This is an optimization exercise on Yosys and OpenROAD, whose aim is small area, not a production implementation. In this exercise RTL edits were held to simulation tests only and were not proved equivalent to the original. Power figures rest on the tool's default switching activity, not on a simulated workload.

==> flow/design.v (excerpt) <==
module traceDisasm (
    input  logic                   clk,
    input  logic                   reset,
    input  logic                   retire,
    input  traceLinePkg::retireRec retireData,
    output logic                   charValid,
    output logic [7:0]             charData,
    output logic                   lineDone,
    output logic [16-1:0]  dropCount
);
Size in the first run: ~660 cells after synthesis, ~94 flip-flops, about 93 I/O pins.
==> flow/config.mk <==
export PLATFORM = sky130hd
export DESIGN_NAME = traceDisasm
export DESIGN_NICKNAME = traceDisasm
export VERILOG_FILES = /design/flow/design.v
export SDC_FILE = /design/flow/constraint.sdc
export NUM_CORES = 4
export LEC_CHECK = 0
export ABC_AREA = 1
export CAP_MARGIN = 20
export CORE_MARGIN = 2
export CORE_UTILIZATION = 40
export CTS_BUF_LIST = sky130_fd_sc_hd__clkbuf_8
export SLEW_MARGIN = 20
==> flow/constraint.sdc <==
create_clock -name core_clock -period 10.0 [get_ports {clk}]
set_input_delay 2.0000 -clock core_clock [delete_from_list [all_inputs] [get_ports {clk}]]
set_output_delay 2.0000 -clock core_clock [all_outputs]
set_load 0.01 [all_outputs]
standard.sh (not shown) runs the stock make flow with config.mk's settings and CLKGATE_MAP_FILE= SYNTH_SCRIPT=/design/flow/synth_recipe.tcl, a recipe that flattens the netlist after the stock synthesis.
==> flow/flow/run.sh <==
#!/bin/bash
# The standard layout (standard.sh) with two changes:
#  - synthesis maps logic with an area-oriented ABC script (flow/synth.tcl);
#  - the port buffers are the smallest buffer, sky130_fd_sc_hd__buf_1.
# Each tool's full output goes to the ORFS logs under orfs/logs and, for the
# whole run, to standard.log in this folder.
set -euo pipefail
W=$(pwd)
bash standard.sh SYNTH_SCRIPT="$W/flow/synth.tcl" \
  "BUFFER_PORTS_ARGS=-buffer_cell sky130_fd_sc_hd__buf_1" finish > "$W/standard.log" 2>&1
==> flow/flow/area.abc <==
strash
ifraig
scorr
dc2
drw
drf
dc2
strash
dch -f
amap
topo
==> flow/flow/synth.tcl <==
# Standard synthesis (synth_recipe.tcl, unchanged) with one difference: the
# technology-mapping ABC call uses an area-oriented script (area.abc) in place
# of ORFS's delay-oriented one. Registers are mapped by dfflibmap before ABC,
# so they are the standard synthesis's registers.
set area_abc [file join [file dirname [file normalize [info script]]] area.abc]
proc abc {args} {
  global area_abc
  set i [lsearch -exact $args -script]
  if {$i >= 0} {
    lset args [expr {$i + 1}] $area_abc
  }
  yosys abc {*}$args
}
source [file join [file dirname [file dirname [file normalize [info script]]]] synth_recipe.tcl]
The first run passed the timing, design-rule and antenna checks.
Edit:
==> flow/run.sh (new file) <==
#!/bin/bash
# synth_recipe.tcl (not shown) runs the flow's synth.tcl, then flattens the netlist and writes it again
# the make line also repeats each setting of config.mk as NAME=value (left out here)
make -C /OpenROAD-flow-scripts/flow DESIGN_CONFIG=/design/flow/config.mk WORK_HOME=/design/flow/orfs CLKGATE_MAP_FILE= SYNTH_SCRIPT=/design/flow/synth_recipe.tcl finish
removed: flow/flow/run.sh
removed: flow/flow/area.abc
removed: flow/flow/synth.tcl
removed: flow/standard.sh
The new run finished clean; synthesized cell count climbs by well over a third; setup slack gets better by 0.48 ns; die area went up by about a fifth; routed wire length rose by roughly a tenth; count of clock-buffer cells in the layout is unchanged; first-iteration DRC count falls by a quarter to a third; clock skew rises by 0.0049 ns; final area is higher by a quarter to a third.
Edit:
--- a/flow/config.mk
+++ b/flow/config.mk
@@ -11,3 +11,2 @@
 export CORE_UTILIZATION = 40
-export CTS_BUF_LIST = sky130_fd_sc_hd__clkbuf_8
 export SLEW_MARGIN = 20
After rerunning: Power went up by 10%. Utilization went up by 0.66 points. Wire length stays flat. Final area went up by 1.3%. Synthesized cell count stays the same. Die area is unchanged. Clock-buffer cell count is unchanged. Area after synthesis stays the same. Clock power went up by 35%.

* * *

traceDisasm, a different RTL version from the one above (not shown whole).
Size in the first run: roughly 88 flip-flops, ~4900 um2 of cells after synthesis.
Settings: LEC_CHECK=0, ABC_AREA=1, CAP_MARGIN=20, CORE_MARGIN=2, CORE_UTILIZATION=40, CTS_BUF_LIST=sky130_fd_sc_hd__clkbuf_8, SLEW_MARGIN=20; clock period 10.0 ns.
==> flow/flow/run.sh <==
#!/bin/bash
# The standard layout (standard.sh) with three changes:
#  - synthesis maps logic with an area-oriented ABC script (flow/synth.tcl,
#    flow/area.abc); registers are mapped before ABC, as in the standard flow;
#  - the port buffers are the smallest buffer, sky130_fd_sc_hd__buf_1;
#  - clock tree synthesis inserts no dummy loads.
# Each tool's full output goes to the ORFS logs under orfs/logs and, for the
# whole run, to standard.log in this folder.
set -euo pipefail
W=$(pwd)
bash standard.sh SYNTH_SCRIPT="$W/flow/synth.tcl" \
  "BUFFER_PORTS_ARGS=-buffer_cell sky130_fd_sc_hd__buf_1" \
  "CTS_ARGS=-sink_clustering_enable -repair_clock_nets -buf_list sky130_fd_sc_hd__clkbuf_8 -dont_use_dummy_load -sink_clustering_size 30 -sink_clustering_max_diameter 150" \
  finish > "$W/standard.log" 2>&1
==> flow/flow/area.abc <==
strash
ifraig
scorr
dc2
drw
drf
dc2
strash
&get -n
&deepsyn -T 60 -S 7
&put
strash
dch -f
amap
topo
==> flow/flow/synth.tcl <==
# Standard synthesis (synth_recipe.tcl, unchanged) with one difference: the
# technology-mapping ABC call uses an area-oriented script (area.abc, with ABC's deep AIG synthesis) in place
# of ORFS's delay-oriented one. Registers are mapped by dfflibmap before ABC,
# so they are the standard synthesis's registers.
set area_abc [file join [file dirname [file normalize [info script]]] area.abc]
proc abc {args} {
  global area_abc
  set i [lsearch -exact $args -script]
  if {$i >= 0} {
    lset args [expr {$i + 1}] $area_abc
  }
  yosys abc {*}$args
}
source [file join [file dirname [file dirname [file normalize [info script]]]] synth_recipe.tcl]
The first run produced a clean layout.
==> next run, changes <==
--- a/flow/flow/run.sh
+++ b/flow/flow/run.sh
@@ -12,3 +12,3 @@
   "BUFFER_PORTS_ARGS=-buffer_cell sky130_fd_sc_hd__buf_1" \
-  "CTS_ARGS=-sink_clustering_enable -repair_clock_nets -buf_list sky130_fd_sc_hd__clkbuf_8 -dont_use_dummy_load -sink_clustering_size 30 -sink_clustering_max_diameter 150" \
+  "CTS_ARGS=-sink_clustering_enable -repair_clock_nets -buf_list sky130_fd_sc_hd__clkbuf_8 -dont_use_dummy_load" \
   finish > "$W/standard.log" 2>&1
Effect: Via count decreases by 1.9%. Count of clock-buffer cells in the layout does not change. Utilization decreases by 0.12 points.

* * *

Setup of red:
Another version of the RTL of traceDisasm (not shown whole).
Size: roughly 88 flip-flops, ~93 I/O pins.
## traceDisasm
module traceDisasm (
    input  logic                   clk,
    input  logic                   reset,
    input  logic                   retire,
    input  traceLinePkg::retireRec retireData,
    output logic                   charValid,
    output logic [7:0]             charData,
    output logic                   lineDone,
    output logic [16-1:0]  dropCount
);
    localparam logic [3:0] C_R     = 4'd0;    
    localparam logic [3:0] C_IALU  = 4'd1;    
    localparam logic [3:0] C_LW    = 4'd2;
    localparam logic [3:0] C_JALR  = 4'd3;
    localparam logic [3:0] C_SW    = 4'd4;
    localparam logic [3:0] C_BR    = 4'd5;
    localparam logic [3:0] C_JAL   = 4'd6;
    localparam logic [3:0] C_LUI   = 4'd7;
    localparam logic [3:0] C_CSR   = 4'd8;
    localparam logic [3:0] C_MRET  = 4'd9;
    localparam logic [3:0] C_ECALL = 4'd10;
    localparam logic [3:0] C_NOP   = 4'd11;
    localparam logic [3:0] C_STALL = 4'd12;
    localparam logic [3:0] C_ILL   = 4'd13;
    localparam logic [3:0] T_NONE = 4'd0;
    localparam logic [3:0] T_R    = 4'd1;
    localparam logic [3:0] T_I    = 4'd2;
    localparam logic [3:0] T_S    = 4'd3;
    localparam logic [3:0] T_B    = 4'd4;
    localparam logic [3:0] T_J    = 4'd5;
    localparam logic [3:0] T_U    = 4'd6;
  ...
==> flow/config.mk <==
export PLATFORM = sky130hd
export DESIGN_NAME = traceDisasm
export DESIGN_NICKNAME = traceDisasm
export VERILOG_FILES = /design/flow/design.v
export SDC_FILE = /design/flow/constraint.sdc
export NUM_CORES = 4
export LEC_CHECK = 0
export ABC_AREA = 1
export CAP_MARGIN = 20
export CORE_MARGIN = 2
export CORE_UTILIZATION = 65
export CTS_BUF_LIST = sky130_fd_sc_hd__clkbuf_8
export SLEW_MARGIN = 20
==> flow/constraint.sdc <==
create_clock -name core_clock -period 10.0 [get_ports {clk}]
set_input_delay 2.0000 -clock core_clock [delete_from_list [all_inputs] [get_ports {clk}]]
set_output_delay 2.0000 -clock core_clock [all_outputs]
set_load 0.01 [all_outputs]
==> flow/flow/run.sh <==
#!/bin/bash
# The standard layout (standard.sh) with three changes:
#  - synthesis maps logic with an area-oriented ABC script (flow/synth.tcl,
#    flow/area.abc); registers are mapped before ABC, as in the standard flow;
#  - the port buffers are the smallest buffer, sky130_fd_sc_hd__buf_1;
#  - clock tree synthesis inserts no dummy loads.
# Each tool's full output goes to the ORFS logs under orfs/logs and, for the
# whole run, to standard.log in this folder.
set -euo pipefail
W=$(pwd)
bash standard.sh SYNTH_SCRIPT="$W/flow/synth.tcl" \
  "BUFFER_PORTS_ARGS=-buffer_cell sky130_fd_sc_hd__buf_1" \
  "CTS_ARGS=-sink_clustering_enable -repair_clock_nets -buf_list sky130_fd_sc_hd__clkbuf_8 -dont_use_dummy_load" \
  finish > "$W/standard.log" 2>&1
Scripts as last shown in full above: flow/flow/area.abc, flow/flow/synth.tcl
### red -> blue
- a change of CORE_UTILIZATION from 65 to 40
==> run summary <==
Routed wire length for blue is lower than for red.
Cmp blue and red / delay of the slowest cell on the worst path / higher: blue
From red to blue the numbers moved as follows: count of cells along the worst hold path held steady, number of logic stages on the critical path including buffering shrank by 2.

* * *

## job 104
traceDisasm again, from the RTL that the note above started with.
Settings: LEC_CHECK=0, ABC_AREA=1, CAP_MARGIN=20, CORE_MARGIN=2, CORE_UTILIZATION=40, CTS_BUF_LIST=sky130_fd_sc_hd__clkbuf_8, CTS_CLUSTER_DIAMETER=200, CTS_CLUSTER_SIZE=40, SLEW_MARGIN=20; clock period 10.0 ns.
==> flow/flow/run.sh <==
#!/bin/bash
# The standard layout (standard.sh) with two changes:
#  - synthesis maps logic with an area-oriented ABC script (flow/synth.tcl);
#  - the port buffers are the smallest buffer, sky130_fd_sc_hd__buf_1.
# Each tool's full output goes to the ORFS logs under orfs/logs and, for the
# whole run, to standard.log in this folder.
set -euo pipefail
W=$(pwd)
bash standard.sh SYNTH_SCRIPT="$W/flow/synth.tcl" \
  "BUFFER_PORTS_ARGS=-buffer_cell sky130_fd_sc_hd__buf_1" finish > "$W/standard.log" 2>&1
==> flow/flow/area.abc <==
strash
ifraig
scorr
dc2
drw
drf
dc2
strash
dch -f
amap
topo
==> flow/flow/synth.tcl <==
# Standard synthesis (synth_recipe.tcl, unchanged) with one difference: the
# technology-mapping ABC call uses an area-oriented script (area.abc) in place
# of ORFS's delay-oriented one. Registers are mapped by dfflibmap before ABC,
# so they are the standard synthesis's registers.
set area_abc [file join [file dirname [file normalize [info script]]] area.abc]
proc abc {args} {
  global area_abc
  set i [lsearch -exact $args -script]
  if {$i >= 0} {
    lset args [expr {$i + 1}] $area_abc
  }
  yosys abc {*}$args
}
source [file join [file dirname [file dirname [file normalize [info script]]]] synth_recipe.tcl]
### job 104 -> job 105
# job 104
export LEC_CHECK = 0
export ABC_AREA = 1
export CAP_MARGIN = 20
export CORE_MARGIN = 2
export CORE_UTILIZATION = 40
export CTS_BUF_LIST = sky130_fd_sc_hd__clkbuf_8
export CTS_CLUSTER_DIAMETER = 200
export CTS_CLUSTER_SIZE = 40
export SLEW_MARGIN = 20
create_clock -name core_clock -period 10.0 [get_ports {clk}]
# job 105
export LEC_CHECK = 0
export ABC_AREA = 1
export CAP_MARGIN = 20
export CORE_MARGIN = 2
export CORE_UTILIZATION = 40
export CTS_BUF_LIST = sky130_fd_sc_hd__clkbuf_8
export SLEW_MARGIN = 20
create_clock -name core_clock -period 10.0 [get_ports {clk}]
-- flow/flow/area.abc --
<<< job 104, line 9
>>> job 105, line 9
&get -n
&deepsyn -T 60 -S 7
&put
strash
-- flow/flow/synth.tcl --
<<< job 104, line 2
# technology-mapping ABC call uses an area-oriented script (area.abc) in place
>>> job 105, line 2
# technology-mapping ABC call uses an area-oriented script (area.abc, with ABC's deep AIG synthesis) in place
==> run summary <==
- Result: PASS for each of job 104 and job 105
- Between job 104 and job 105, global-route usage increased.
- Largest family of logic cells by synthesized area = simple AND/OR/NAND/NOR gates: job 104; largest family of logic cells by synthesized area = compound AO/OA/AOI/OAI gates: job 105
- Relative to job 104, the die area of job 105 is lower by about 5%.
- Job 104 and job 105 ended up with roughly the same final core utilization.

==> what the ideal ports hide <==
The flow's constraints put no driver on any port. The routed layouts listed below were extracted and timed again, unchanged, in two steps. Step 1 sets driving cells, clkbuf_16 on the clock port and buf_2 on the other inputs (assumed; they add their load-dependent delay and slew). Step 2 also shifts input and output timing later by t, the mid clock arrival at the registers, as if the neighbouring blocks saw the same clock. a / b / c = ideal / step 1 / step 2; a / b = the first two.
run | shift t [ns] | setup slack, ns | worst hold slack (ns)
the first run of note 1 | 0.416 | 3.341 / 3.305 / 3.721 | 0.440 / 0.440 / 0.440
the second run of note 1 | 0.400 | 3.823 / 3.791 / 4.086 | 0.426 / 0.426 / 0.426
the third run of note 1 | 0.377 | 3.874 / 3.837 / 4.082 | 0.422 / 0.422 / 0.422
the first run of note 2 | 0.373 | 3.003 / 2.972 / 3.345 | 0.456 / 0.456 / 0.456
the second run of note 2 | 0.372 | 2.882 / 2.848 / 3.220 | 0.459 / 0.459 / 0.459
red | 0.377 | 3.371 / 3.339 / 3.715 | 0.437 / 0.437 / 0.437
blue | 0.394 | 3.256 / 3.219 / 3.613 | 0.441 / 0.441 / 0.441
job 104 | 0.397 | 2.962 / 2.926 / 3.323 | 0.434 / 0.434 / 0.434
job 105 | 0.406 | 3.230 / 3.193 / 3.599 | 0.455 / 0.455 / 0.455
After both steps setup and hold are still met in every run listed.
